This design comes from an exercise in tuning for small area, a short achievable clock period and few clock cycles per item on the open sky130 flow, not from production work. The RTL was checked by simulation tests, not by an equivalence proof against the original design. Power figures rest on the tool's default switching activity, not on a simulated workload.

`flow/design.v`:
```
`timescale 1ns / 1ps
package ncc_pkg;
    localparam int CHAN_W = 12;
    localparam int SQ_W   = 2 * CHAN_W;
    localparam int DIST_W = SQ_W + 2;
    localparam int IDX_W  = 4;
    localparam int CNT_W  = 5;
    localparam logic [CNT_W-1:0] CNT_RESET = 5'd16;
    localparam logic REQ_LOAD     = 1'b0;
    localparam logic REQ_CLASSIFY = 1'b1;
    typedef struct packed {
        logic [CHAN_W-1:0] y;
        logic [CHAN_W-1:0] cb;
        logic [CHAN_W-1:0] cr;
    } colour_t;
    localparam int COLOUR_W = 3 * CHAN_W;
endpackage
`timescale 1ns / 1ps
module ncc_fa (
    input  logic a,
    input  logic b,
    input  logic c,
    output logic s,
    output logic co
);
    assign s  = a ^ b ^ c;
    assign co = (a & b) | (a & c) | (b & c);
endmodule
module ncc_ha (
    input  logic a,
    input  logic b,
    output logic s,
    output logic co
);
    assign s  = a ^ b;
    assign co = a & b;
endmodule
`timescale 1ns / 1ps
module ncc_absd (
    input  logic [11:0] a,
    input  logic [11:0] b,
    output logic [11:0] m
);
    logic [12:0] df;
    assign df = {1'b0, a} - {1'b0, b};
    assign m  = (df[11:0] ^ {12{df[12]}}) + {11'd0, df[12]};
endmodule
module ncc_sq3_0 (
    input  logic [11:0] m0,
    input  logic [11:0] m1,
    input  logic [11:0] m2,
    output logic [56:0] co
);
    wire fs0, fc0;
    ncc_fa u_fa0 (.a(~m0[0]), .b(~m1[0]), .c(~m2[0]), .s(fs0), .co(fc0));
    wire fs1, fc1;
    ncc_fa u_fa1 (.a(~(m0[1] & ~m0[0])), .b(~(m1[1] & ~m1[0])), .c(~(m2[1] & ~m2[0])), .s(fs1), .co(fc1));
    wire fs2, fc2;
    ncc_fa u_fa2 (.a(~(m0[0] & m0[2])), .b(~(m0[0] & m0[1])), .c(~(m1[0] & m1[2])), .s(fs2), .co(fc2));
    wire fs3, fc3;
    ncc_fa u_fa3 (.a(~(m1[0] & m1[1])), .b(~(m2[0] & m2[2])), .c(~(m2[0] & m2[1])), .s(fs3), .co(fc3));
    wire fs4, fc4;
    ncc_fa u_fa4 (.a(~(m0[0] & m0[3])), .b(~(m0[2] & ~m0[1])), .c(~(m1[0] & m1[3])), .s(fs4), .co(fc4));
    wire fs5, fc5;
    ncc_fa u_fa5 (.a(~(m1[2] & ~m1[1])), .b(~(m2[0] & m2[3])), .c(~(m2[2] & ~m2[1])), .s(fs5), .co(fc5));
    wire fs6, fc6;
    ncc_fa u_fa6 (.a(~(m0[0] & m0[4])), .b(~(m0[1] & m0[3])), .c(~(m0[1] & m0[2])), .s(fs6), .co(fc6));
    wire fs7, fc7;
    ncc_fa u_fa7 (.a(~(m1[0] & m1[4])), .b(~(m1[1] & m1[3])), .c(~(m1[1] & m1[2])), .s(fs7), .co(fc7));
    wire fs8, fc8;
    ncc_fa u_fa8 (.a(~(m2[0] & m2[4])), .b(~(m2[1] & m2[3])), .c(~(m2[1] & m2[2])), .s(fs8), .co(fc8));
    wire fs9, fc9;
    ncc_fa u_fa9 (.a(~(m0[0] & m0[5])), .b(~(m0[1] & m0[4])), .c(~(m0[3] & ~m0[2])), .s(fs9), .co(fc9));
    wire fs10, fc10;
    ncc_fa u_fa10 (.a(~(m1[0] & m1[5])), .b(~(m1[1] & m1[4])), .c(~(m1[3] & ~m1[2])), .s(fs10), .co(fc10));
    wire fs11, fc11;
    ncc_fa u_fa11 (.a(~(m2[0] & m2[5])), .b(~(m2[1] & m2[4])), .c(~(m2[3] & ~m2[2])), .s(fs11), .co(fc11));
    wire fs12, fc12;
    ncc_fa u_fa12 (.a(~(m0[0] & m0[6])), .b(~(m0[1] & m0[5])), .c(~(m0[2] & m0[4])), .s(fs12), .co(fc12));
    wire fs13, fc13;
    ncc_fa u_fa13 (.a(~(m0[2] & m0[3])), .b(~(m1[0] & m1[6])), .c(~(m1[1] & m1[5])), .s(fs13), .co(fc13));
    wire fs14, fc14;
    ncc_fa u_fa14 (.a(~(m1[2] & m1[4])), .b(~(m1[2] & m1[3])), .c(~(m2[0] & m2[6])), .s(fs14), .co(fc14));
    wire fs15, fc15;
    ncc_fa u_fa15 (.a(~(m2[1] & m2[5])), .b(~(m2[2] & m2[4])), .c(~(m2[2] & m2[3])), .s(fs15), .co(fc15));
    wire fs16, fc16;
    ncc_fa u_fa16 (.a(~(m0[0] & m0[7])), .b(~(m0[1] & m0[6])), .c(~(m0[2] & m0[5])), .s(fs16), .co(fc16));
    wire fs17, fc17;
    ncc_fa u_fa17 (.a(~(m0[4] & ~m0[3])), .b(~(m1[0] & m1[7])), .c(~(m1[1] & m1[6])), .s(fs17), .co(fc17));
    wire fs18, fc18;
    ncc_fa u_fa18 (.a(~(m1[2] & m1[5])), .b(~(m1[4] & ~m1[3])), .c(~(m2[0] & m2[7])), .s(fs18), .co(fc18));
    wire fs19, fc19;
    ncc_fa u_fa19 (.a(~(m2[1] & m2[6])), .b(~(m2[2] & m2[5])), .c(~(m2[4] & ~m2[3])), .s(fs19), .co(fc19));
    wire fs20, fc20;
    ncc_fa u_fa20 (.a(~(m0[0] & m0[8])), .b(~(m0[1] & m0[7])), .c(~(m0[2] & m0[6])), .s(fs20), .co(fc20));
    wire fs21, fc21;
    ncc_fa u_fa21 (.a(~(m0[3] & m0[5])), .b(~(m0[3] & m0[4])), .c(~(m1[0] & m1[8])), .s(fs21), .co(fc21));
    wire fs22, fc22;
    ncc_fa u_fa22 (.a(~(m1[1] & m1[7])), .b(~(m1[2] & m1[6])), .c(~(m1[3] & m1[5])), .s(fs22), .co(fc22));
    wire fs23, fc23;
    ncc_fa u_fa23 (.a(~(m1[3] & m1[4])), .b(~(m2[0] & m2[8])), .c(~(m2[1] & m2[7])), .s(fs23), .co(fc23));
    wire fs24, fc24;
    ncc_fa u_fa24 (.a(~(m2[2] & m2[6])), .b(~(m2[3] & m2[5])), .c(~(m2[3] & m2[4])), .s(fs24), .co(fc24));
    wire fs25, fc25;
    ncc_fa u_fa25 (.a(~(m0[0] & m0[9])), .b(~(m0[1] & m0[8])), .c(~(m0[2] & m0[7])), .s(fs25), .co(fc25));
    wire fs26, fc26;
    ncc_fa u_fa26 (.a(~(m0[3] & m0[6])), .b(~(m0[5] & ~m0[4])), .c(~(m1[0] & m1[9])), .s(fs26), .co(fc26));
    wire fs27, fc27;
    ncc_fa u_fa27 (.a(~(m1[1] & m1[8])), .b(~(m1[2] & m1[7])), .c(~(m1[3] & m1[6])), .s(fs27), .co(fc27));
    wire fs28, fc28;
    ncc_fa u_fa28 (.a(~(m1[5] & ~m1[4])), .b(~(m2[0] & m2[9])), .c(~(m2[1] & m2[8])), .s(fs28), .co(fc28));
    wire fs29, fc29;
    ncc_fa u_fa29 (.a(~(m2[2] & m2[7])), .b(~(m2[3] & m2[6])), .c(~(m2[5] & ~m2[4])), .s(fs29), .co(fc29));
    wire fs30, fc30;
    ncc_fa u_fa30 (.a(~(m0[0] & m0[10])), .b(~(m0[1] & m0[9])), .c(~(m0[2] & m0[8])), .s(fs30), .co(fc30));
    wire fs31, fc31;
    ncc_fa u_fa31 (.a(~(m0[3] & m0[7])), .b(~(m0[4] & m0[6])), .c(~(m0[4] & m0[5])), .s(fs31), .co(fc31));
    wire fs32, fc32;
    ncc_fa u_fa32 (.a(~(m1[0] & m1[10])), .b(~(m1[1] & m1[9])), .c(~(m1[2] & m1[8])), .s(fs32), .co(fc32));
    wire fs33, fc33;
    ncc_fa u_fa33 (.a(~(m1[3] & m1[7])), .b(~(m1[4] & m1[6])), .c(~(m1[4] & m1[5])), .s(fs33), .co(fc33));
    wire fs34, fc34;
    ncc_fa u_fa34 (.a(~(m2[0] & m2[10])), .b(~(m2[1] & m2[9])), .c(~(m2[2] & m2[8])), .s(fs34), .co(fc34));
    wire fs35, fc35;
    ncc_fa u_fa35 (.a(~(m2[3] & m2[7])), .b(~(m2[4] & m2[6])), .c(~(m2[4] & m2[5])), .s(fs35), .co(fc35));
    wire fs36, fc36;
    ncc_fa u_fa36 (.a(~(m0[0] & m0[11])), .b(~(m0[1] & m0[10])), .c(~(m0[2] & m0[9])), .s(fs36), .co(fc36));
    wire fs37, fc37;
    ncc_fa u_fa37 (.a(~(m0[3] & m0[8])), .b(~(m0[4] & m0[7])), .c(~(m0[6] & ~m0[5])), .s(fs37), .co(fc37));
    wire fs38, fc38;
    ncc_fa u_fa38 (.a(~(m1[0] & m1[11])), .b(~(m1[1] & m1[10])), .c(~(m1[2] & m1[9])), .s(fs38), .co(fc38));
    wire fs39, fc39;
    ncc_fa u_fa39 (.a(~(m1[3] & m1[8])), .b(~(m1[4] & m1[7])), .c(~(m1[6] & ~m1[5])), .s(fs39), .co(fc39));
    wire fs40, fc40;
    ncc_fa u_fa40 (.a(~(m2[0] & m2[11])), .b(~(m2[1] & m2[10])), .c(~(m2[2] & m2[9])), .s(fs40), .co(fc40));
    wire fs41, fc41;
    ncc_fa u_fa41 (.a(~(m2[3] & m2[8])), .b(~(m2[4] & m2[7])), .c(~(m2[6] & ~m2[5])), .s(fs41), .co(fc41));
    wire fs42, fc42;
    ncc_fa u_fa42 (.a(~(m0[1] & m0[11])), .b(~(m0[2] & m0[10])), .c(~(m0[3] & m0[9])), .s(fs42), .co(fc42));
    wire fs43, fc43;
    ncc_fa u_fa43 (.a(~(m0[4] & m0[8])), .b(~(m0[5] & m0[7])), .c(~(m0[5] & m0[6])), .s(fs43), .co(fc43));
    wire fs44, fc44;
    ncc_fa u_fa44 (.a(~(m1[1] & m1[11])), .b(~(m1[2] & m1[10])), .c(~(m1[3] & m1[9])), .s(fs44), .co(fc44));
    wire fs45, fc45;
    ncc_fa u_fa45 (.a(~(m1[4] & m1[8])), .b(~(m1[5] & m1[7])), .c(~(m1[5] & m1[6])), .s(fs45), .co(fc45));
    wire fs46, fc46;
    ncc_fa u_fa46 (.a(~(m2[1] & m2[11])), .b(~(m2[2] & m2[10])), .c(~(m2[3] & m2[9])), .s(fs46), .co(fc46));
    wire fs47, fc47;
    ncc_fa u_fa47 (.a(~(m2[4] & m2[8])), .b(~(m2[5] & m2[7])), .c(~(m2[5] & m2[6])), .s(fs47), .co(fc47));
    wire fs48, fc48;
    ncc_fa u_fa48 (.a(~(m0[2] & m0[11])), .b(~(m0[3] & m0[10])), .c(~(m0[4] & m0[9])), .s(fs48), .co(fc48));
    wire fs49, fc49;
    ncc_fa u_fa49 (.a(~(m0[5] & m0[8])), .b(~(m0[7] & ~m0[6])), .c(~(m1[2] & m1[11])), .s(fs49), .co(fc49));
    wire fs50, fc50;
    ncc_fa u_fa50 (.a(~(m1[3] & m1[10])), .b(~(m1[4] & m1[9])), .c(~(m1[5] & m1[8])), .s(fs50), .co(fc50));
    wire fs51, fc51;
    ncc_fa u_fa51 (.a(~(m1[7] & ~m1[6])), .b(~(m2[2] & m2[11])), .c(~(m2[3] & m2[10])), .s(fs51), .co(fc51));
    wire fs52, fc52;
    ncc_fa u_fa52 (.a(~(m2[4] & m2[9])), .b(~(m2[5] & m2[8])), .c(~(m2[7] & ~m2[6])), .s(fs52), .co(fc52));
    wire fs53, fc53;
    ncc_fa u_fa53 (.a(~(m0[3] & m0[11])), .b(~(m0[4] & m0[10])), .c(~(m0[5] & m0[9])), .s(fs53), .co(fc53));
    wire fs54, fc54;
    ncc_fa u_fa54 (.a(~(m0[6] & m0[8])), .b(~(m0[6] & m0[7])), .c(~(m1[3] & m1[11])), .s(fs54), .co(fc54));
    wire fs55, fc55;
    ncc_fa u_fa55 (.a(~(m1[4] & m1[10])), .b(~(m1[5] & m1[9])), .c(~(m1[6] & m1[8])), .s(fs55), .co(fc55));
    wire fs56, fc56;
    ncc_fa u_fa56 (.a(~(m1[6] & m1[7])), .b(~(m2[3] & m2[11])), .c(~(m2[4] & m2[10])), .s(fs56), .co(fc56));
    wire fs57, fc57;
    ncc_fa u_fa57 (.a(~(m2[5] & m2[9])), .b(~(m2[6] & m2[8])), .c(~(m2[6] & m2[7])), .s(fs57), .co(fc57));
    wire fs58, fc58;
    ncc_fa u_fa58 (.a(~(m0[4] & m0[11])), .b(~(m0[5] & m0[10])), .c(~(m0[6] & m0[9])), .s(fs58), .co(fc58));
    wire fs59, fc59;
    ncc_fa u_fa59 (.a(~(m0[8] & ~m0[7])), .b(~(m1[4] & m1[11])), .c(~(m1[5] & m1[10])), .s(fs59), .co(fc59));
    wire fs60, fc60;
    ncc_fa u_fa60 (.a(~(m1[6] & m1[9])), .b(~(m1[8] & ~m1[7])), .c(~(m2[4] & m2[11])), .s(fs60), .co(fc60));
    wire fs61, fc61;
    ncc_fa u_fa61 (.a(~(m2[5] & m2[10])), .b(~(m2[6] & m2[9])), .c(~(m2[8] & ~m2[7])), .s(fs61), .co(fc61));
    wire fs62, fc62;
    ncc_fa u_fa62 (.a(~(m0[5] & m0[11])), .b(~(m0[6] & m0[10])), .c(~(m0[7] & m0[9])), .s(fs62), .co(fc62));
    wire fs63, fc63;
    ncc_fa u_fa63 (.a(~(m0[7] & m0[8])), .b(~(m1[5] & m1[11])), .c(~(m1[6] & m1[10])), .s(fs63), .co(fc63));
    wire fs64, fc64;
    ncc_fa u_fa64 (.a(~(m1[7] & m1[9])), .b(~(m1[7] & m1[8])), .c(~(m2[5] & m2[11])), .s(fs64), .co(fc64));
    wire fs65, fc65;
    ncc_fa u_fa65 (.a(~(m2[6] & m2[10])), .b(~(m2[7] & m2[9])), .c(~(m2[7] & m2[8])), .s(fs65), .co(fc65));
    wire fs66, fc66;
    ncc_fa u_fa66 (.a(~(m0[6] & m0[11])), .b(~(m0[7] & m0[10])), .c(~(m0[9] & ~m0[8])), .s(fs66), .co(fc66));
    wire fs67, fc67;
    ncc_fa u_fa67 (.a(~(m1[6] & m1[11])), .b(~(m1[7] & m1[10])), .c(~(m1[9] & ~m1[8])), .s(fs67), .co(fc67));
    wire fs68, fc68;
    ncc_fa u_fa68 (.a(~(m2[6] & m2[11])), .b(~(m2[7] & m2[10])), .c(~(m2[9] & ~m2[8])), .s(fs68), .co(fc68));
    wire fs69, fc69;
    ncc_fa u_fa69 (.a(~(m0[7] & m0[11])), .b(~(m0[8] & m0[10])), .c(~(m0[8] & m0[9])), .s(fs69), .co(fc69));
    wire fs70, fc70;
    ncc_fa u_fa70 (.a(~(m1[7] & m1[11])), .b(~(m1[8] & m1[10])), .c(~(m1[8] & m1[9])), .s(fs70), .co(fc70));
    wire fs71, fc71;
    ncc_fa u_fa71 (.a(~(m2[7] & m2[11])), .b(~(m2[8] & m2[10])), .c(~(m2[8] & m2[9])), .s(fs71), .co(fc71));
    wire fs72, fc72;
    ncc_fa u_fa72 (.a(~(m0[8] & m0[11])), .b(~(m0[10] & ~m0[9])), .c(~(m1[8] & m1[11])), .s(fs72), .co(fc72));
    wire fs73, fc73;
    ncc_fa u_fa73 (.a(~(m1[10] & ~m1[9])), .b(~(m2[8] & m2[11])), .c(~(m2[10] & ~m2[9])), .s(fs73), .co(fc73));
    wire fs74, fc74;
    ncc_fa u_fa74 (.a(~(m0[9] & m0[11])), .b(~(m0[9] & m0[10])), .c(~(m1[9] & m1[11])), .s(fs74), .co(fc74));
    wire fs75, fc75;
    ncc_fa u_fa75 (.a(~(m1[9] & m1[10])), .b(~(m2[9] & m2[11])), .c(~(m2[9] & m2[10])), .s(fs75), .co(fc75));
    wire fs76, fc76;
    ncc_fa u_fa76 (.a(~(m0[11] & ~m0[10])), .b(~(m1[11] & ~m1[10])), .c(~(m2[11] & ~m2[10])), .s(fs76), .co(fc76));
    wire fs77, fc77;
    ncc_fa u_fa77 (.a(~(m0[10] & m0[11])), .b(~(m1[10] & m1[11])), .c(~(m2[10] & m2[11])), .s(fs77), .co(fc77));
    wire fs78, fc78;
    ncc_fa u_fa78 (.a(fs2), .b(fs3), .c(fc1), .s(fs78), .co(fc78));
    wire fs79, fc79;
    ncc_fa u_fa79 (.a(fs4), .b(fs5), .c(fc2), .s(fs79), .co(fc79));
    wire fs80, fc80;
    ncc_fa u_fa80 (.a(fs6), .b(fs7), .c(fs8), .s(fs80), .co(fc80));
    wire fs81, fc81;
    ncc_fa u_fa81 (.a(fs9), .b(fs10), .c(fs11), .s(fs81), .co(fc81));
    wire fs82, fc82;
    ncc_fa u_fa82 (.a(fc6), .b(fc7), .c(fc8), .s(fs82), .co(fc82));
    wire fs83, fc83;
    ncc_fa u_fa83 (.a(fs12), .b(fs13), .c(fs14), .s(fs83), .co(fc83));
    wire fs84, fc84;
    ncc_fa u_fa84 (.a(fs15), .b(fc9), .c(fc10), .s(fs84), .co(fc84));
    wire fs85, fc85;
    ncc_fa u_fa85 (.a(fs16), .b(fs17), .c(fs18), .s(fs85), .co(fc85));
    wire fs86, fc86;
    ncc_fa u_fa86 (.a(fs19), .b(fc12), .c(fc13), .s(fs86), .co(fc86));
    wire fs87, fc87;
    ncc_fa u_fa87 (.a(fs20), .b(fs21), .c(fs22), .s(fs87), .co(fc87));
    wire fs88, fc88;
    ncc_fa u_fa88 (.a(fs23), .b(fs24), .c(fc16), .s(fs88), .co(fc88));
    wire fs89, fc89;
    ncc_fa u_fa89 (.a(fc17), .b(fc18), .c(fc19), .s(fs89), .co(fc89));
    wire fs90, fc90;
    ncc_fa u_fa90 (.a(fs25), .b(fs26), .c(fs27), .s(fs90), .co(fc90));
    wire fs91, fc91;
    ncc_fa u_fa91 (.a(fs28), .b(fs29), .c(fc20), .s(fs91), .co(fc91));
    wire fs92, fc92;
    ncc_fa u_fa92 (.a(fc21), .b(fc22), .c(fc23), .s(fs92), .co(fc92));
    wire fs93, fc93;
    ncc_fa u_fa93 (.a(fs30), .b(fs31), .c(fs32), .s(fs93), .co(fc93));
    wire fs94, fc94;
    ncc_fa u_fa94 (.a(fs33), .b(fs34), .c(fs35), .s(fs94), .co(fc94));
    wire fs95, fc95;
    ncc_fa u_fa95 (.a(fc25), .b(fc26), .c(fc27), .s(fs95), .co(fc95));
    wire fs96, fc96;
    ncc_fa u_fa96 (.a(fs36), .b(fs37), .c(fs38), .s(fs96), .co(fc96));
    wire fs97, fc97;
    ncc_fa u_fa97 (.a(fs39), .b(fs40), .c(fs41), .s(fs97), .co(fc97));
    wire fs98, fc98;
    ncc_fa u_fa98 (.a(fc30), .b(fc31), .c(fc32), .s(fs98), .co(fc98));
    wire fs99, fc99;
    ncc_fa u_fa99 (.a(fc33), .b(fc34), .c(fc35), .s(fs99), .co(fc99));
    wire fs100, fc100;
    ncc_fa u_fa100 (.a(fs42), .b(fs43), .c(fs44), .s(fs100), .co(fc100));
    wire fs101, fc101;
    ncc_fa u_fa101 (.a(fs45), .b(fs46), .c(fs47), .s(fs101), .co(fc101));
    wire fs102, fc102;
    ncc_fa u_fa102 (.a(fc36), .b(fc37), .c(fc38), .s(fs102), .co(fc102));
    wire fs103, fc103;
    ncc_fa u_fa103 (.a(fc39), .b(fc40), .c(fc41), .s(fs103), .co(fc103));
    wire fs104, fc104;
    ncc_fa u_fa104 (.a(fs48), .b(fs49), .c(fs50), .s(fs104), .co(fc104));
    wire fs105, fc105;
    ncc_fa u_fa105 (.a(fs51), .b(fs52), .c(fc42), .s(fs105), .co(fc105));
    wire fs106, fc106;
    ncc_fa u_fa106 (.a(fc43), .b(fc44), .c(fc45), .s(fs106), .co(fc106));
    wire fs107, fc107;
    ncc_fa u_fa107 (.a(fs53), .b(fs54), .c(fs55), .s(fs107), .co(fc107));
    wire fs108, fc108;
    ncc_fa u_fa108 (.a(fs56), .b(fs57), .c(fc48), .s(fs108), .co(fc108));
    wire fs109, fc109;
    ncc_fa u_fa109 (.a(fc49), .b(fc50), .c(fc51), .s(fs109), .co(fc109));
    wire fs110, fc110;
    ncc_fa u_fa110 (.a(fs58), .b(fs59), .c(fs60), .s(fs110), .co(fc110));
    wire fs111, fc111;
    ncc_fa u_fa111 (.a(fs61), .b(fc53), .c(fc54), .s(fs111), .co(fc111));
    wire fs112, fc112;
    ncc_fa u_fa112 (.a(fc55), .b(fc56), .c(fc57), .s(fs112), .co(fc112));
    wire fs113, fc113;
    ncc_fa u_fa113 (.a(fs62), .b(fs63), .c(fs64), .s(fs113), .co(fc113));
    wire fs114, fc114;
    ncc_fa u_fa114 (.a(fs65), .b(fc58), .c(fc59), .s(fs114), .co(fc114));
    wire fs115, fc115;
    ncc_fa u_fa115 (.a(fs66), .b(fs67), .c(fs68), .s(fs115), .co(fc115));
    wire fs116, fc116;
    ncc_fa u_fa116 (.a(fc62), .b(fc63), .c(fc64), .s(fs116), .co(fc116));
    wire fs117, fc117;
    ncc_fa u_fa117 (.a(fs69), .b(fs70), .c(fs71), .s(fs117), .co(fc117));
    wire fs118, fc118;
    ncc_fa u_fa118 (.a(fc66), .b(fc67), .c(fc68), .s(fs118), .co(fc118));
    wire fs119, fc119;
    ncc_fa u_fa119 (.a(fs72), .b(fs73), .c(fc69), .s(fs119), .co(fc119));
    wire fs120, fc120;
    ncc_fa u_fa120 (.a(fs74), .b(fs75), .c(fc72), .s(fs120), .co(fc120));
    wire fs121, fc121;
    ncc_fa u_fa121 (.a(fs76), .b(fc74), .c(fc75), .s(fs121), .co(fc121));
    wire fs122, fc122;
    ncc_fa u_fa122 (.a(fs79), .b(fc3), .c(fc78), .s(fs122), .co(fc122));
    wire fs123, fc123;
    ncc_fa u_fa123 (.a(fs80), .b(fc4), .c(fc5), .s(fs123), .co(fc123));
    wire fs124, fc124;
    ncc_fa u_fa124 (.a(fs81), .b(fs82), .c(fc80), .s(fs124), .co(fc124));
    wire fs125, fc125;
    ncc_fa u_fa125 (.a(fs83), .b(fs84), .c(fc11), .s(fs125), .co(fc125));
    wire fs126, fc126;
    ncc_fa u_fa126 (.a(fs85), .b(fs86), .c(fc14), .s(fs126), .co(fc126));
    wire fs127, fc127;
    ncc_fa u_fa127 (.a(fc15), .b(fc83), .c(fc84), .s(fs127), .co(fc127));
    wire fs128, fc128;
    ncc_fa u_fa128 (.a(fs87), .b(fs88), .c(fs89), .s(fs128), .co(fc128));
    wire fs129, fc129;
    ncc_fa u_fa129 (.a(fs90), .b(fs91), .c(fs92), .s(fs129), .co(fc129));
    wire fs130, fc130;
    ncc_fa u_fa130 (.a(fc24), .b(fc87), .c(fc88), .s(fs130), .co(fc130));
    wire fs131, fc131;
    ncc_fa u_fa131 (.a(fs93), .b(fs94), .c(fs95), .s(fs131), .co(fc131));
    wire fs132, fc132;
    ncc_fa u_fa132 (.a(fc28), .b(fc29), .c(fc90), .s(fs132), .co(fc132));
    wire fs133, fc133;
    ncc_fa u_fa133 (.a(fs96), .b(fs97), .c(fs98), .s(fs133), .co(fc133));
    wire fs134, fc134;
    ncc_fa u_fa134 (.a(fs99), .b(fc93), .c(fc94), .s(fs134), .co(fc134));
    wire fs135, fc135;
    ncc_fa u_fa135 (.a(fs100), .b(fs101), .c(fs102), .s(fs135), .co(fc135));
    wire fs136, fc136;
    ncc_fa u_fa136 (.a(fs103), .b(fc96), .c(fc97), .s(fs136), .co(fc136));
    wire fs137, fc137;
    ncc_fa u_fa137 (.a(fs104), .b(fs105), .c(fs106), .s(fs137), .co(fc137));
    wire fs138, fc138;
    ncc_fa u_fa138 (.a(fc46), .b(fc47), .c(fc100), .s(fs138), .co(fc138));
    wire fs139, fc139;
    ncc_fa u_fa139 (.a(fc101), .b(fc102), .c(fc103), .s(fs139), .co(fc139));
    wire fs140, fc140;
    ncc_fa u_fa140 (.a(fs107), .b(fs108), .c(fs109), .s(fs140), .co(fc140));
    wire fs141, fc141;
    ncc_fa u_fa141 (.a(fc52), .b(fc104), .c(fc105), .s(fs141), .co(fc141));
    wire fs142, fc142;
    ncc_fa u_fa142 (.a(fs110), .b(fs111), .c(fs112), .s(fs142), .co(fc142));
    wire fs143, fc143;
    ncc_fa u_fa143 (.a(fc107), .b(fc108), .c(fc109), .s(fs143), .co(fc143));
    wire fs144, fc144;
    ncc_fa u_fa144 (.a(fs113), .b(fs114), .c(fc60), .s(fs144), .co(fc144));
    wire fs145, fc145;
    ncc_fa u_fa145 (.a(fc61), .b(fc110), .c(fc111), .s(fs145), .co(fc145));
    wire fs146, fc146;
    ncc_fa u_fa146 (.a(fs115), .b(fs116), .c(fc65), .s(fs146), .co(fc146));
    wire fs147, fc147;
    ncc_fa u_fa147 (.a(fs117), .b(fs118), .c(fc115), .s(fs147), .co(fc147));
    wire fs148, fc148;
    ncc_fa u_fa148 (.a(fs119), .b(fc70), .c(fc71), .s(fs148), .co(fc148));
    wire fs149, fc149;
    ncc_fa u_fa149 (.a(fs120), .b(fc73), .c(fc119), .s(fs149), .co(fc149));
    wire fs150, fc150;
    ncc_fa u_fa150 (.a(fs77), .b(fc76), .c(fc121), .s(fs150), .co(fc150));
    wire fs151, fc151;
    ncc_fa u_fa151 (.a(fs123), .b(fc79), .c(fc122), .s(fs151), .co(fc151));
    wire fs152, fc152;
    ncc_fa u_fa152 (.a(fs125), .b(fc81), .c(fc82), .s(fs152), .co(fc152));
    wire fs153, fc153;
    ncc_fa u_fa153 (.a(fs126), .b(fs127), .c(fc125), .s(fs153), .co(fc153));
    wire fs154, fc154;
    ncc_fa u_fa154 (.a(fs128), .b(fc85), .c(fc86), .s(fs154), .co(fc154));
    wire fs155, fc155;
    ncc_fa u_fa155 (.a(fs129), .b(fs130), .c(fc89), .s(fs155), .co(fc155));
    wire fs156, fc156;
    ncc_fa u_fa156 (.a(fs131), .b(fs132), .c(fc91), .s(fs156), .co(fc156));
    wire fs157, fc157;
    ncc_fa u_fa157 (.a(fc92), .b(fc129), .c(fc130), .s(fs157), .co(fc157));
    wire fs158, fc158;
    ncc_fa u_fa158 (.a(fs133), .b(fs134), .c(fc95), .s(fs158), .co(fc158));
    wire fs159, fc159;
    ncc_fa u_fa159 (.a(fs135), .b(fs136), .c(fc98), .s(fs159), .co(fc159));
    wire fs160, fc160;
    ncc_fa u_fa160 (.a(fc99), .b(fc133), .c(fc134), .s(fs160), .co(fc160));
    wire fs161, fc161;
    ncc_fa u_fa161 (.a(fs137), .b(fs138), .c(fs139), .s(fs161), .co(fc161));
    wire fs162, fc162;
    ncc_fa u_fa162 (.a(fs140), .b(fs141), .c(fc106), .s(fs162), .co(fc162));
    wire fs163, fc163;
    ncc_fa u_fa163 (.a(fc137), .b(fc138), .c(fc139), .s(fs163), .co(fc163));
    wire fs164, fc164;
    ncc_fa u_fa164 (.a(fs142), .b(fs143), .c(fc140), .s(fs164), .co(fc164));
    wire fs165, fc165;
    ncc_fa u_fa165 (.a(fs144), .b(fs145), .c(fc112), .s(fs165), .co(fc165));
    wire fs166, fc166;
    ncc_fa u_fa166 (.a(fs146), .b(fc113), .c(fc114), .s(fs166), .co(fc166));
    wire fs167, fc167;
    ncc_fa u_fa167 (.a(fs147), .b(fc116), .c(fc146), .s(fs167), .co(fc167));
    wire fs168, fc168;
    ncc_fa u_fa168 (.a(fs148), .b(fc117), .c(fc118), .s(fs168), .co(fc168));
    wire fs169, fc169;
    ncc_fa u_fa169 (.a(fs121), .b(fc120), .c(fc149), .s(fs169), .co(fc169));
    wire hs170, hc170;
    ncc_fa u_ha170 (.a(fs154), .b(fc126), .c(1'b1), .s(hs170), .co(hc170));
    wire hs171, hc171;
    ncc_fa u_ha171 (.a(fs155), .b(fc128), .c(1'b1), .s(hs171), .co(hc171));
    wire hs172, hc172;
    ncc_fa u_ha172 (.a(fs156), .b(fs157), .c(1'b1), .s(hs172), .co(hc172));
    wire fs173, fc173;
    ncc_fa u_fa173 (.a(fs158), .b(fc131), .c(fc132), .s(fs173), .co(fc173));
    wire hs174, hc174;
    ncc_fa u_ha174 (.a(fc156), .b(fc157), .c(1'b1), .s(hs174), .co(hc174));
    wire fs175, fc175;
    ncc_fa u_fa175 (.a(fs159), .b(fs160), .c(fc158), .s(fs175), .co(fc175));
    wire fs176, fc176;
    ncc_fa u_fa176 (.a(fs161), .b(fc135), .c(fc136), .s(fs176), .co(fc176));
    wire hs177, hc177;
    ncc_fa u_ha177 (.a(fc159), .b(fc160), .c(1'b1), .s(hs177), .co(hc177));
    wire fs178, fc178;
    ncc_fa u_fa178 (.a(fs162), .b(fs163), .c(fc161), .s(fs178), .co(fc178));
    wire fs179, fc179;
    ncc_fa u_fa179 (.a(fs164), .b(fc141), .c(fc162), .s(fs179), .co(fc179));
    wire fs180, fc180;
    ncc_fa u_fa180 (.a(fs165), .b(fc142), .c(fc143), .s(fs180), .co(fc180));
    wire fs181, fc181;
    ncc_fa u_fa181 (.a(fs166), .b(fc144), .c(fc145), .s(fs181), .co(fc181));
    assign co = {fc150, fc77, fc169, fs150, fs169, fc168, fc148, fs149, fc167, fc147, fs168, fc181, fc166, fs167, fc180, fc165, fs181, fc179, fc164, fs180, fc178, fc163, fs179, hc177, fc176, fs178, fc175, hs177, fs176, hc174, fc173, fs175, hc172, hs174, fs173, hc171, fc155, hs172, hc170, fc154, hs171, fc153, fc127, hs170, fc152, fs153, fc124, fs152, fc151, fc123, fs124, fs151, fs122, fs78, fs1, fc0, fs0};
endmodule
module ncc_sq3_1 (
    input  logic [56:0] ci,
    output logic [25:0] r0,
    output logic [25:0] r1
);
    wire hs0, hc0;
    ncc_fa u_ha0 (.a(ci[6]), .b(ci[7]), .c(1'b1), .s(hs0), .co(hc0));
    wire hs1, hc1;
    ncc_fa u_ha1 (.a(ci[9]), .b(ci[10]), .c(1'b1), .s(hs1), .co(hc1));
    wire hs2, hc2;
    ncc_fa u_ha2 (.a(ci[11]), .b(ci[12]), .c(1'b1), .s(hs2), .co(hc2));
    wire fs3, fc3;
    ncc_fa u_fa3 (.a(ci[13]), .b(ci[14]), .c(ci[15]), .s(fs3), .co(fc3));
    wire fs4, fc4;
    ncc_fa u_fa4 (.a(ci[16]), .b(ci[17]), .c(ci[18]), .s(fs4), .co(fc4));
    wire fs5, fc5;
    ncc_fa u_fa5 (.a(ci[19]), .b(ci[20]), .c(ci[21]), .s(fs5), .co(fc5));
    wire fs6, fc6;
    ncc_fa u_fa6 (.a(ci[22]), .b(ci[23]), .c(ci[24]), .s(fs6), .co(fc6));
    wire fs7, fc7;
    ncc_fa u_fa7 (.a(ci[25]), .b(ci[26]), .c(ci[27]), .s(fs7), .co(fc7));
    wire fs8, fc8;
    ncc_fa u_fa8 (.a(ci[28]), .b(ci[29]), .c(ci[30]), .s(fs8), .co(fc8));
    wire fs9, fc9;
    ncc_fa u_fa9 (.a(ci[31]), .b(ci[32]), .c(ci[33]), .s(fs9), .co(fc9));
    wire fs10, fc10;
    ncc_fa u_fa10 (.a(ci[34]), .b(ci[35]), .c(ci[36]), .s(fs10), .co(fc10));
    wire fs11, fc11;
    ncc_fa u_fa11 (.a(ci[37]), .b(ci[38]), .c(ci[39]), .s(fs11), .co(fc11));
    wire fs12, fc12;
    ncc_fa u_fa12 (.a(ci[40]), .b(ci[41]), .c(ci[42]), .s(fs12), .co(fc12));
    wire fs13, fc13;
    ncc_fa u_fa13 (.a(ci[43]), .b(ci[44]), .c(ci[45]), .s(fs13), .co(fc13));
    wire fs14, fc14;
    ncc_fa u_fa14 (.a(ci[46]), .b(ci[47]), .c(ci[48]), .s(fs14), .co(fc14));
    wire fs15, fc15;
    ncc_fa u_fa15 (.a(ci[49]), .b(ci[50]), .c(ci[51]), .s(fs15), .co(fc15));
    assign r0 = {1'b1, ci[55], ci[53], ci[52], fs15, fs14, fs13, fs12, fs11, fs10, fs9, fs8, fs7, fs6, fs5, fs4, fs3, hs2, hs1, hs0, ci[5], ci[4], ci[3], ci[2], ci[1], ci[0]};
    assign r1 = {1'b1, ci[56], ci[54], fc15, fc14, fc13, fc12, fc11, fc10, fc9, fc8, fc7, fc6, fc5, fc4, fc3, hc2, hc1, hc0, ci[8], 1'b1, 1'b1, 1'b1, 1'b1, 1'b1, 1'b1};
endmodule
module ncc_add26 (
    input  logic [25:0] r0,
    input  logic [25:0] r1,
    output logic [25:0] y
);
    assign y = r0 + r1;
endmodule
`timescale 1ns / 1ps
module nearest_centroid_color_classifier_core
(
    input  logic                        clk,
    input  logic                        rst_n,
    input  logic                        cfg_wr_en,
    input  logic [ncc_pkg::CNT_W-1:0]   cfg_wr_data,
    input  logic                        in_valid,
    output logic                        in_stall,
    input  logic                        req_type,
    input  logic [ncc_pkg::IDX_W-1:0]   entry_index,
    input  logic [ncc_pkg::CHAN_W-1:0]  chan_y,
    input  logic [ncc_pkg::CHAN_W-1:0]  chan_cb,
    input  logic [ncc_pkg::CHAN_W-1:0]  chan_cr,
    output logic                        out_valid,
    input  logic                        out_stall,
    output logic [ncc_pkg::IDX_W-1:0]   class_index
);
    logic        stall_q;
    logic [4:0]  cnt_q;
    logic        fire, ld_fire, cl_fire;
    logic [35:0] pix_in;
    logic [35:0] tab [16];
    assign in_stall = stall_q;
    assign fire     = in_valid & ~stall_q;
    assign ld_fire  = fire & (req_type == ncc_pkg::REQ_LOAD);
    assign cl_fire  = fire & (req_type == ncc_pkg::REQ_CLASSIFY);
    assign pix_in   = {chan_y, chan_cb, chan_cr};
    always_ff @(posedge clk or negedge rst_n)
    begin
        if (!rst_n)
            cnt_q <= ncc_pkg::CNT_RESET;
        else if (cfg_wr_en)
            cnt_q <= cfg_wr_data;
    end
    logic        s1_v;
    logic [4:0]  s1_n;
    logic [35:0] s_pix;
    logic [35:0] s_pixn;
    always_ff @(posedge clk or negedge rst_n)
    begin
        if (!rst_n)
            s1_v <= 1'b0;
        else
            s1_v <= cl_fire;
    end
    always_ff @(posedge clk)
    begin
        s1_n <= cnt_q;
        s_pix <= pix_in;
        s_pixn <= ~pix_in;
    end
    logic       ld_q;
    logic [3:0] ld_idx_q;
    always_ff @(posedge clk or negedge rst_n)
    begin
        if (!rst_n)
            ld_q <= 1'b0;
        else
            ld_q <= ld_fire;
    end
    always_ff @(posedge clk)
    begin
        ld_idx_q <= entry_index;
        if (ld_q)
            tab[ld_idx_q] <= s_pix;
    end
    function automatic logic [11:0] absdiff12(input logic [11:0] a, input logic [11:0] b);
        logic [11:0] g, p, gg, pp, cin;
        logic        c;
        g  = a & ~b;
        p  = ~(a ^ b);
        gg = g;
        pp = p;
        for (int d = 1; d < 12; d = d * 2)
            for (int i = 11; i >= d; i--)
            begin
                gg[i] = gg[i] | (pp[i] & gg[i-d]);
                pp[i] = pp[i] & pp[i-d];
            end
        c = gg[11];
        cin[0] = c;
        for (int i = 1; i < 12; i++)
            cin[i] = gg[i-1] | (pp[i-1] & c);
        absdiff12 = (p ^ cin) ^ {12{~c}};
    endfunction
    logic [16*3*12-1:0] ad_m;
    for (genvar i = 0; i < 16; i++)
    begin : g_ad
        assign ad_m[(i*3+0)*12 +: 12] = absdiff12((i < 8) ? s_pix[35:24] : ~s_pixn[35:24], tab[i][35:24]);
        assign ad_m[(i*3+1)*12 +: 12] = absdiff12((i < 8) ? s_pix[23:12] : ~s_pixn[23:12], tab[i][23:12]);
        assign ad_m[(i*3+2)*12 +: 12] = absdiff12((i < 8) ? s_pix[11:0] : ~s_pixn[11:0], tab[i][11:0]);
    end
    logic        s2_v;
    logic [4:0]  s2_n;
    logic [16*3*12-1:0] s2_m;
    always_ff @(posedge clk or negedge rst_n)
        if (!rst_n) s2_v <= 1'b0; else s2_v <= s1_v;
    always_ff @(posedge clk)
    begin
        s2_n <= s1_n;
        s2_m <= ad_m;
    end
    logic [16*57-1:0] cs0_co;
    for (genvar i = 0; i < 16; i++)
    begin : g_cs0
        ncc_sq3_0 u_cs (.m0(s2_m[(i*3+0)*12 +: 12]), .m1(s2_m[(i*3+1)*12 +: 12]), .m2(s2_m[(i*3+2)*12 +: 12]), .co(cs0_co[i*57 +: 57]));
    end
    logic        s3_v;
    logic [4:0]  s3_n;
    logic [16*57-1:0] s3_c;
    always_ff @(posedge clk or negedge rst_n)
        if (!rst_n) s3_v <= 1'b0; else s3_v <= s2_v;
    always_ff @(posedge clk)
    begin
        s3_n <= s2_n;
        s3_c <= cs0_co;
    end
    logic [16*26-1:0] cs1_r0;
    logic [16*26-1:0] cs1_r1;
    for (genvar i = 0; i < 16; i++)
    begin : g_cs1
        ncc_sq3_1 u_cs (.ci(s3_c[i*57 +: 57]), .r0(cs1_r0[i*26 +: 26]), .r1(cs1_r1[i*26 +: 26]));
    end
    logic [16*26-1:0] dsum;
    for (genvar i = 0; i < 16; i++)
    begin : g_add
        assign dsum[i*26 +: 26] = ~(cs1_r0[i*26 +: 26] + cs1_r1[i*26 +: 26] + 26'd1);
    end
    logic        s4_v;
    logic [4:0]  s4_n;
    logic [16*26-1:0] s4_d;
    always_ff @(posedge clk or negedge rst_n)
        if (!rst_n) s4_v <= 1'b0; else s4_v <= s3_v;
    always_ff @(posedge clk)
    begin
        s4_n <= s3_n;
        s4_d <= dsum;
    end
    logic [15:0] th;
    always_comb
        for (int k = 0; k < 16; k++)
            th[k] = (s4_n > 5'(k));
    wire        sel_l1_0 = th[1] & (s4_d[26 +: 26] < s4_d[0 +: 26]);
    wire [25:0] d_l1_0 = sel_l1_0 ? s4_d[26 +: 26] : s4_d[0 +: 26];
    wire [0:0]  i_l1_0 = sel_l1_0;
    wire        sel_l1_1 = th[3] & (s4_d[78 +: 26] < s4_d[52 +: 26]);
    wire [25:0] d_l1_1 = sel_l1_1 ? s4_d[78 +: 26] : s4_d[52 +: 26];
    wire [0:0]  i_l1_1 = sel_l1_1;
    wire        sel_l1_2 = th[5] & (s4_d[130 +: 26] < s4_d[104 +: 26]);
    wire [25:0] d_l1_2 = sel_l1_2 ? s4_d[130 +: 26] : s4_d[104 +: 26];
    wire [0:0]  i_l1_2 = sel_l1_2;
    wire        sel_l1_3 = th[7] & (s4_d[182 +: 26] < s4_d[156 +: 26]);
    wire [25:0] d_l1_3 = sel_l1_3 ? s4_d[182 +: 26] : s4_d[156 +: 26];
    wire [0:0]  i_l1_3 = sel_l1_3;
    wire        sel_l1_4 = th[9] & (s4_d[234 +: 26] < s4_d[208 +: 26]);
    wire [25:0] d_l1_4 = sel_l1_4 ? s4_d[234 +: 26] : s4_d[208 +: 26];
    wire [0:0]  i_l1_4 = sel_l1_4;
    wire        sel_l1_5 = th[11] & (s4_d[286 +: 26] < s4_d[260 +: 26]);
    wire [25:0] d_l1_5 = sel_l1_5 ? s4_d[286 +: 26] : s4_d[260 +: 26];
    wire [0:0]  i_l1_5 = sel_l1_5;
    wire        sel_l1_6 = th[13] & (s4_d[338 +: 26] < s4_d[312 +: 26]);
    wire [25:0] d_l1_6 = sel_l1_6 ? s4_d[338 +: 26] : s4_d[312 +: 26];
    wire [0:0]  i_l1_6 = sel_l1_6;
    wire        sel_l1_7 = th[15] & (s4_d[390 +: 26] < s4_d[364 +: 26]);
    wire [25:0] d_l1_7 = sel_l1_7 ? s4_d[390 +: 26] : s4_d[364 +: 26];
    wire [0:0]  i_l1_7 = sel_l1_7;
    logic        s5_v;
    logic [25:0] qd_l1_0;
    logic [0:0]  qi_l1_0;
    logic [25:0] qd_l1_1;
    logic [0:0]  qi_l1_1;
    logic [25:0] qd_l1_2;
    logic [0:0]  qi_l1_2;
    logic [25:0] qd_l1_3;
    logic [0:0]  qi_l1_3;
    logic [25:0] qd_l1_4;
    logic [0:0]  qi_l1_4;
    logic [25:0] qd_l1_5;
    logic [0:0]  qi_l1_5;
    logic [25:0] qd_l1_6;
    logic [0:0]  qi_l1_6;
    logic [25:0] qd_l1_7;
    logic [0:0]  qi_l1_7;
    logic        s5_th2;
    logic        s5_th6;
    logic        s5_th10;
    logic        s5_th14;
    logic        s5_th4;
    logic        s5_th12;
    logic        s5_th8;
    always_ff @(posedge clk or negedge rst_n)
        if (!rst_n) s5_v <= 1'b0; else s5_v <= s4_v;
    always_ff @(posedge clk)
    begin
        qd_l1_0 <= d_l1_0;
        qi_l1_0 <= i_l1_0;
        qd_l1_1 <= d_l1_1;
        qi_l1_1 <= i_l1_1;
        qd_l1_2 <= d_l1_2;
        qi_l1_2 <= i_l1_2;
        qd_l1_3 <= d_l1_3;
        qi_l1_3 <= i_l1_3;
        qd_l1_4 <= d_l1_4;
        qi_l1_4 <= i_l1_4;
        qd_l1_5 <= d_l1_5;
        qi_l1_5 <= i_l1_5;
        qd_l1_6 <= d_l1_6;
        qi_l1_6 <= i_l1_6;
        qd_l1_7 <= d_l1_7;
        qi_l1_7 <= i_l1_7;
        s5_th2 <= th[2];
        s5_th6 <= th[6];
        s5_th10 <= th[10];
        s5_th14 <= th[14];
        s5_th4 <= th[4];
        s5_th12 <= th[12];
        s5_th8 <= th[8];
    end
    wire        sel_l2_0 = s5_th2 & (qd_l1_1 < qd_l1_0);
    wire [25:0] d_l2_0 = sel_l2_0 ? qd_l1_1 : qd_l1_0;
    wire [1:0]  i_l2_0 = sel_l2_0 ? {1'b1, qi_l1_1} : {1'b0, qi_l1_0};
    wire        sel_l2_1 = s5_th6 & (qd_l1_3 < qd_l1_2);
    wire [25:0] d_l2_1 = sel_l2_1 ? qd_l1_3 : qd_l1_2;
    wire [1:0]  i_l2_1 = sel_l2_1 ? {1'b1, qi_l1_3} : {1'b0, qi_l1_2};
    wire        sel_l2_2 = s5_th10 & (qd_l1_5 < qd_l1_4);
    wire [25:0] d_l2_2 = sel_l2_2 ? qd_l1_5 : qd_l1_4;
    wire [1:0]  i_l2_2 = sel_l2_2 ? {1'b1, qi_l1_5} : {1'b0, qi_l1_4};
    wire        sel_l2_3 = s5_th14 & (qd_l1_7 < qd_l1_6);
    wire [25:0] d_l2_3 = sel_l2_3 ? qd_l1_7 : qd_l1_6;
    wire [1:0]  i_l2_3 = sel_l2_3 ? {1'b1, qi_l1_7} : {1'b0, qi_l1_6};
    logic        s6_v;
    logic [25:0] qd_l2_0;
    logic [1:0]  qi_l2_0;
    logic [25:0] qd_l2_1;
    logic [1:0]  qi_l2_1;
    logic [25:0] qd_l2_2;
    logic [1:0]  qi_l2_2;
    logic [25:0] qd_l2_3;
    logic [1:0]  qi_l2_3;
    logic        s6_th4;
    logic        s6_th12;
    logic        s6_th8;
    always_ff @(posedge clk or negedge rst_n)
        if (!rst_n) s6_v <= 1'b0; else s6_v <= s5_v;
    always_ff @(posedge clk)
    begin
        qd_l2_0 <= d_l2_0;
        qi_l2_0 <= i_l2_0;
        qd_l2_1 <= d_l2_1;
        qi_l2_1 <= i_l2_1;
        qd_l2_2 <= d_l2_2;
        qi_l2_2 <= i_l2_2;
        qd_l2_3 <= d_l2_3;
        qi_l2_3 <= i_l2_3;
        s6_th4 <= s5_th4;
        s6_th12 <= s5_th12;
        s6_th8 <= s5_th8;
    end
    wire        sel_l3_0 = s6_th4 & (qd_l2_1 < qd_l2_0);
    wire [25:0] d_l3_0 = sel_l3_0 ? qd_l2_1 : qd_l2_0;
    wire [2:0]  i_l3_0 = sel_l3_0 ? {1'b1, qi_l2_1} : {1'b0, qi_l2_0};
    wire        sel_l3_1 = s6_th12 & (qd_l2_3 < qd_l2_2);
    wire [25:0] d_l3_1 = sel_l3_1 ? qd_l2_3 : qd_l2_2;
    wire [2:0]  i_l3_1 = sel_l3_1 ? {1'b1, qi_l2_3} : {1'b0, qi_l2_2};
    logic        s7_v;
    logic [25:0] qd_l3_0;
    logic [2:0]  qi_l3_0;
    logic [25:0] qd_l3_1;
    logic [2:0]  qi_l3_1;
    logic        s7_th8;
    always_ff @(posedge clk or negedge rst_n)
        if (!rst_n) s7_v <= 1'b0; else s7_v <= s6_v;
    always_ff @(posedge clk)
    begin
        qd_l3_0 <= d_l3_0;
        qi_l3_0 <= i_l3_0;
        qd_l3_1 <= d_l3_1;
        qi_l3_1 <= i_l3_1;
        s7_th8 <= s6_th8;
    end
    wire        sel_l4_0 = s7_th8 & (qd_l3_1 < qd_l3_0);
    wire [25:0] d_l4_0 = sel_l4_0 ? qd_l3_1 : qd_l3_0;
    wire [3:0]  i_l4_0 = sel_l4_0 ? {1'b1, qi_l3_1} : {1'b0, qi_l3_0};
    wire [3:0] res   = i_l4_0;
    wire       res_v = s7_v;
    localparam int QD = 10;
    logic [3:0] q_d [QD];
    logic [3:0] wp_q, rp_q;
    logic [3:0] qn_q;
    logic       ov_q;
    logic [3:0] owed_q;
    logic       pop;
    logic [3:0] qn_n;
    logic [3:0] owed_n;
    logic       st_keep, st_pop;
    assign pop    = ov_q & ~out_stall;
    assign qn_n   = qn_q + {3'd0, res_v} - {3'd0, pop};
    assign owed_n = owed_q + {3'd0, cl_fire} - {3'd0, pop};
    assign st_keep = cl_fire ? (owed_q >= 4'(QD - 1)) : (owed_q >= 4'(QD));
    assign st_pop  = cl_fire ? (owed_q >= 4'(QD))     : (owed_q >= 4'(QD + 1));
    always_ff @(posedge clk or negedge rst_n)
    begin
        if (!rst_n)
        begin
            owed_q  <= '0;
            stall_q <= 1'b0;
            wp_q    <= '0;
            rp_q    <= '0;
            qn_q    <= '0;
            ov_q    <= 1'b0;
        end
        else
        begin
            owed_q  <= owed_n;
            stall_q <= pop ? st_pop : st_keep;
            qn_q    <= qn_n;
            ov_q    <= (qn_n != 4'd0);
            if (res_v)
                wp_q <= (wp_q == 4'(QD - 1)) ? 4'd0 : wp_q + 4'd1;
            if (pop)
                rp_q <= (rp_q == 4'(QD - 1)) ? 4'd0 : rp_q + 4'd1;
        end
    end
    always_ff @(posedge clk)
    begin
        if (res_v)
            q_d[wp_q] <= res;
    end
    assign out_valid   = ov_q;
    assign class_index = q_d[rp_q];
endmodule
```
`flow/run.sh`:
```
#!/bin/bash
# synth_recipe.tcl (not shown) runs the flow's synth.tcl, then flattens the netlist and writes it again
# the make line also repeats each setting of config.mk as NAME=value (left out here)
make -C /OpenROAD-flow-scripts/flow DESIGN_CONFIG=/design/flow/config.mk WORK_HOME=/design/flow/orfs CLKGATE_MAP_FILE= SYNTH_SCRIPT=/design/flow/synth_recipe.tcl finish
```
`flow/config.mk`:
```
export PLATFORM = sky130hd
export DESIGN_NAME = nearest_centroid_color_classifier_core
export DESIGN_NICKNAME = nearest_centroid_color_classifier_core
export VERILOG_FILES = /design/flow/design.v
export SDC_FILE = /design/flow/constraint.sdc
export NUM_CORES = 4
export LEC_CHECK = 0
export CAP_MARGIN = 20
export CORE_MARGIN = 2
export CORE_UTILIZATION = 50
export PLACE_DENSITY = 0.65
export SETUP_SLACK_MARGIN = 3.3
export SLEW_MARGIN = 20
export SYNTH_HIERARCHICAL = 1
```
`flow/constraint.sdc`:
```
create_clock -name core_clock -period 7.0 [get_ports {clk}]
set_input_delay 1.4000 -clock core_clock [delete_from_list [all_inputs] [get_ports {clk}]]
set_output_delay 1.4000 -clock core_clock [all_outputs]
set_load 0.01 [all_outputs]
```
==> flow_metrics.tcl <==
set metrics [dict create \
    sequential_to_total_area_share_from_yosys_stat 0.288 \
    drtPass1Iterations 8 \
    period_needed_ns 4.02 \
    final_total_pwr_w 0.138 \
    portion_of_the_clock_cycle_consumed_by_the_worst_path_in_the_final_layout 0.575 \
    criticalPathCategory "register to primary output" \
    layout_common_cells "sky130_fd_sc_hd__nand2_1, sky130_fd_sc_hd__fa_1, sky130_fd_sc_hd__dfxtp_1" \
    pin_count_of_the_biggest_net_entering_global_routing 37 \
    avg_cell_area_syn_um2 10.7 \
    clock_latency_late_sink_ns 1.02 \
    numPortBuffers 56 \
    utilization 0.509 \
    global_route.peak_usage_layer "met2" \
    count_of_unique_library_cells_instantiated_by_yosys 86 \
    finish.net_count 24800 \
    die_x_um 688 \
    worst_hold_path_type "register to register" \
    fin_setup_tns_ns 0 \
    share_of_the_synthesized_area_in_the_top_cell_type 0.273 \
    die_h_um 688 \
    finalSetupViolations 0 \
    cts_tree "done" \
    ys.flop_type "sky130_fd_sc_hd__dfxtp_1" \
    critPathCaptureType "primary output" \
    grt_first_pass_wirelength_mm 940 \
    avgRoutedWirePerCell_um 23.2 \
    cp_startpoint_kind "register" \
    ys_seq_elements 3044 \
    yosysWarnings 7 \
    boundaryPins 57 \
    via_per_inst 5.56 \
    number_of_instances_in_the_synthesized_netlist 21900 \
    start_util 0.501 \
    worstMarginPinSlew_ns 1.17 \
    grt_overflow 0 \
    post_synth_main_area_contributors "sky130_fd_sc_hd__fa_1, sky130_fd_sc_hd__dfxtp_1, sky130_fd_sc_hd__edfxtp_1" \
    clock.fmax_mhz 249 \
    grtUsageMet3 0.0511 \
    globalRouteMet1Util 0.342 \
    unrepaired_setup_endpoints_after_global_routing "yes" \
    postRouteAntennaNets 0 \
    netlist_area_um2 234000 \
    drt_drc_violations_left 0 \
    clk_root_buffer_cell "sky130_fd_sc_hd__clkbuf_16" \
    clk_pin_slew_worst_paths_ns 0.06 \
    ctsLongestPathBuffers 4 \
    total_global_routing_track_utilization 0.263 \
    share_of_post_route_cells_with_drive_strength_above_1 0.0910 \
    number_of_global_route_vias_before_repair 154000 \
    synth_enable_flop_cells 616 \
    worst_clock_skew_ns 0.0730 \
    leading_cell_type_in_the_layout_fill_and_taps_excluded "sky130_fd_sc_hd__nand2_1" \
    finalHoldViolCount 0 \
    grt_util_met2 0.418 \
    dp.final_hpwl_mm 467 \
    layout-area-overhead-vs-synth_pct 1.66 \
    cellLeakagePower_nw 95.9 \
    dpl-instance-area_um2 224000 \
    row_count 251 \
    h-tree-depth 5 \
    yosysTopAreaCell "sky130_fd_sc_hd__fa_1" \
    first_iter_violations 12700 \
    grt_antenna_before_repair 47 \
    crit_required_ns 5.60 \
    max_cap_violations 0 \
    vdd_ir_drop_max_uv 471 \
    async_flop_share 0.0102 \
    final_design_area_no_fill_um2 237000 \
    power_density_nw_per_um2 580 \
    slew_headroom 0.218 \
    crit_path_max_fanout 5 \
    tritoncts.num_buffers 350 \
    die-area_um2 473000 \
    routabilityCongestion 0.946 \
    status "complete, no violations" \
    report.final.slew_viol_count 0 \
    clock_sink_count 3044 \
    core_region_area_um2 466000 \
    vias 149000 \
    critPathArrivalTime_ns 2.62 \
    routed_wl_mm 620 \
]
==> what timing repair did <==
item,4_1_cts,5_1_grt
setup buffers,22,19
hold buffers,0,0
pin swaps,8,6
endpoints found under the setup margin,275,533
gates resized for setup,132,451
==> layer usage <==
layer	share of wire	wire (um)
met1	0.40	248000
met2	0.45	281000
met3	0.084	52000
met4	0.063	38900
met5	0.000073	45
==> state kept, by name (all words and copies together), names as in the netlist, 36 cells and up <==
signal / flops
s3_c: 912
q_d: 40
s4_d: 416
tab: 576
s_pixn: 36
s_pix: 36
s2_m: 576
==> cells by family (layout without fill, tap and decap cells) <==
group / count (synthesis) / count (layout) / synth area share
buffers and inverters: 3954 / 2351 / 0.110
muxes: 663 / 663 / 0.0309
and+or+nand+nor: 5625 / 5625 / 0.106
AOI/OAI and AO/OA: 3131 / 3131 / 0.0857
other: 32 / 289 / 0.000514
DFF: 3044 / 3044 / 0.288
xor gates and xnor gates: 902 / 902 / 0.0338
adders and majority gates: 4547 / 4547 / 0.346
==> modules after synthesis, one instance, submodules excluded <==
module,copies in the design,area [um^2],flip-flops and latches
ncc_sq3_1,16,394,0
ncc_fa,3168,20.0,0
ncc_sq3_0,16,1790,0
nearest_centroid_color_classifier_core,1,135000,3044
==> worst max-delay path: stages (launching register included) <==
cell and delay (ns):
sky130_fd_sc_hd__dfrtp_4 0.45, sky130_fd_sc_hd__buf_6 0.13, sky130_fd_sc_hd__mux4_2 0.51, sky130_fd_sc_hd__nor2b_1 0.16, sky130_fd_sc_hd__a211oi_2 0.19, sky130_fd_sc_hd__a21oi_1 0.06, sky130_fd_sc_hd__buf_2 0.16
==> synthesized netlist by cell type (104+ instances only) <==
| cell type | n |
|---|---|
| sky130_fd_sc_hd__dfxtp_1 | 2397 |
| sky130_fd_sc_hd__nand4_1 | 162 |
| sky130_fd_sc_hd__nor3_1 | 113 |
| sky130_fd_sc_hd__clkbuf_1 | 105 |
| sky130_fd_sc_hd__o21a_1 | 104 |
| sky130_fd_sc_hd__xnor2_1 | 509 |
| sky130_fd_sc_hd__a211oi_1 | 110 |
| sky130_fd_sc_hd__a21o_1 | 604 |
| sky130_fd_sc_hd__ha_1 | 1361 |
| sky130_fd_sc_hd__a31oi_1 | 109 |
| sky130_fd_sc_hd__buf_4 | 1792 |
| sky130_fd_sc_hd__fa_1 | 3186 |
| sky130_fd_sc_hd__o21ai_0 | 582 |
| sky130_fd_sc_hd__nand2_1 | 3674 |
| sky130_fd_sc_hd__xor2_1 | 393 |
| sky130_fd_sc_hd__nand3_1 | 206 |
| sky130_fd_sc_hd__mux2_2 | 388 |
| sky130_fd_sc_hd__nor2b_1 | 121 |
| sky130_fd_sc_hd__a21oi_1 | 1026 |
| sky130_fd_sc_hd__o21bai_1 | 109 |
| sky130_fd_sc_hd__edfxtp_1 | 616 |
| sky130_fd_sc_hd__buf_6 | 532 |
| sky130_fd_sc_hd__inv_1 | 1468 |
| sky130_fd_sc_hd__nor2_1 | 443 |
| sky130_fd_sc_hd__mux2i_1 | 267 |
| sky130_fd_sc_hd__nand2b_1 | 690 |
==> stage by stage <==
stage               hold slack, ns  cells  worst slack, ns
floorplan                    0.310  22100             3.53
global placement             0.310  26000             2.98
detailed placement           0.312  26000             2.92
CTS                          0.326  26700             2.90
global route                 0.328  26700             2.88
finish                       0.326  26800             2.98
==> layout make-up <==
type | count | area (um^2)
multi-input cells | 15100 | 142000
fillers | 41200 | 229000
clock buffers | 454 | 9870
repair buffers | 235 | 2110
clock inverters | 194 | 2130
inverters | 1468 | 5540
diodes | 33 | 82.6
flip-flops and latches | 3044 | 67900
well taps | 6198 | 7750
==> power breakdown <==
group	leakage, nW	switching (W)	total (W)	internal (W)
Clock	5.87	0.00797	0.0192	0.0112
Combinational	63.9	0.0471	0.0856	0.0385
Sequential	26.1	0.00699	0.0329	0.0259
Total	95.9	0.0620	0.138	0.0756
==> path summary, 6_finish.rpt <==
check                                from        endpoint  slack (ns)  cells after the start
worst min register to register    s3_n[3]         s4_n[3]        0.33                      0
max in group asynchronous           rst_n         rp_q[0]        5.82                      2
worst min-delay path              s3_n[3]         s4_n[3]        0.33                      0
worst max register to register  s2_m[121]       s3_c[193]        3.35                      6
min in group asynchronous           rst_n         wp_q[1]        0.83                      2
worst max-delay path              rp_q[0]  class_index[2]        2.98                      6
Testbench counts, summed over its fixed seeds: cycles 5,663, items 5,018.

## static timing again, ports no longer ideal
In the flow no input, the clock included, has a driving cell. The finished layout below was timed again as built, in two steps.
Step 1, drivers: a clkbuf_16 drives clk and a buf_2 each remaining input, both assumed.
Step 2, shift: input delay + t, output delay - t, t = (earliest + latest rising clock arrival at the registers) / 2. This alone moves slack from input paths to output paths.
a / b / c = ideal / step 1 / step 2; a / b = the first two.
t, ns: 1.101
setup slack, ns: 2.978 / 2.859 / 3.058
worst data-port slew with drivers (ns): 0.10
After both steps this run still meets setup and hold. For this run, drivers alone change the setup slack by -0.119 ns; drivers and shift together by +0.080 ns.
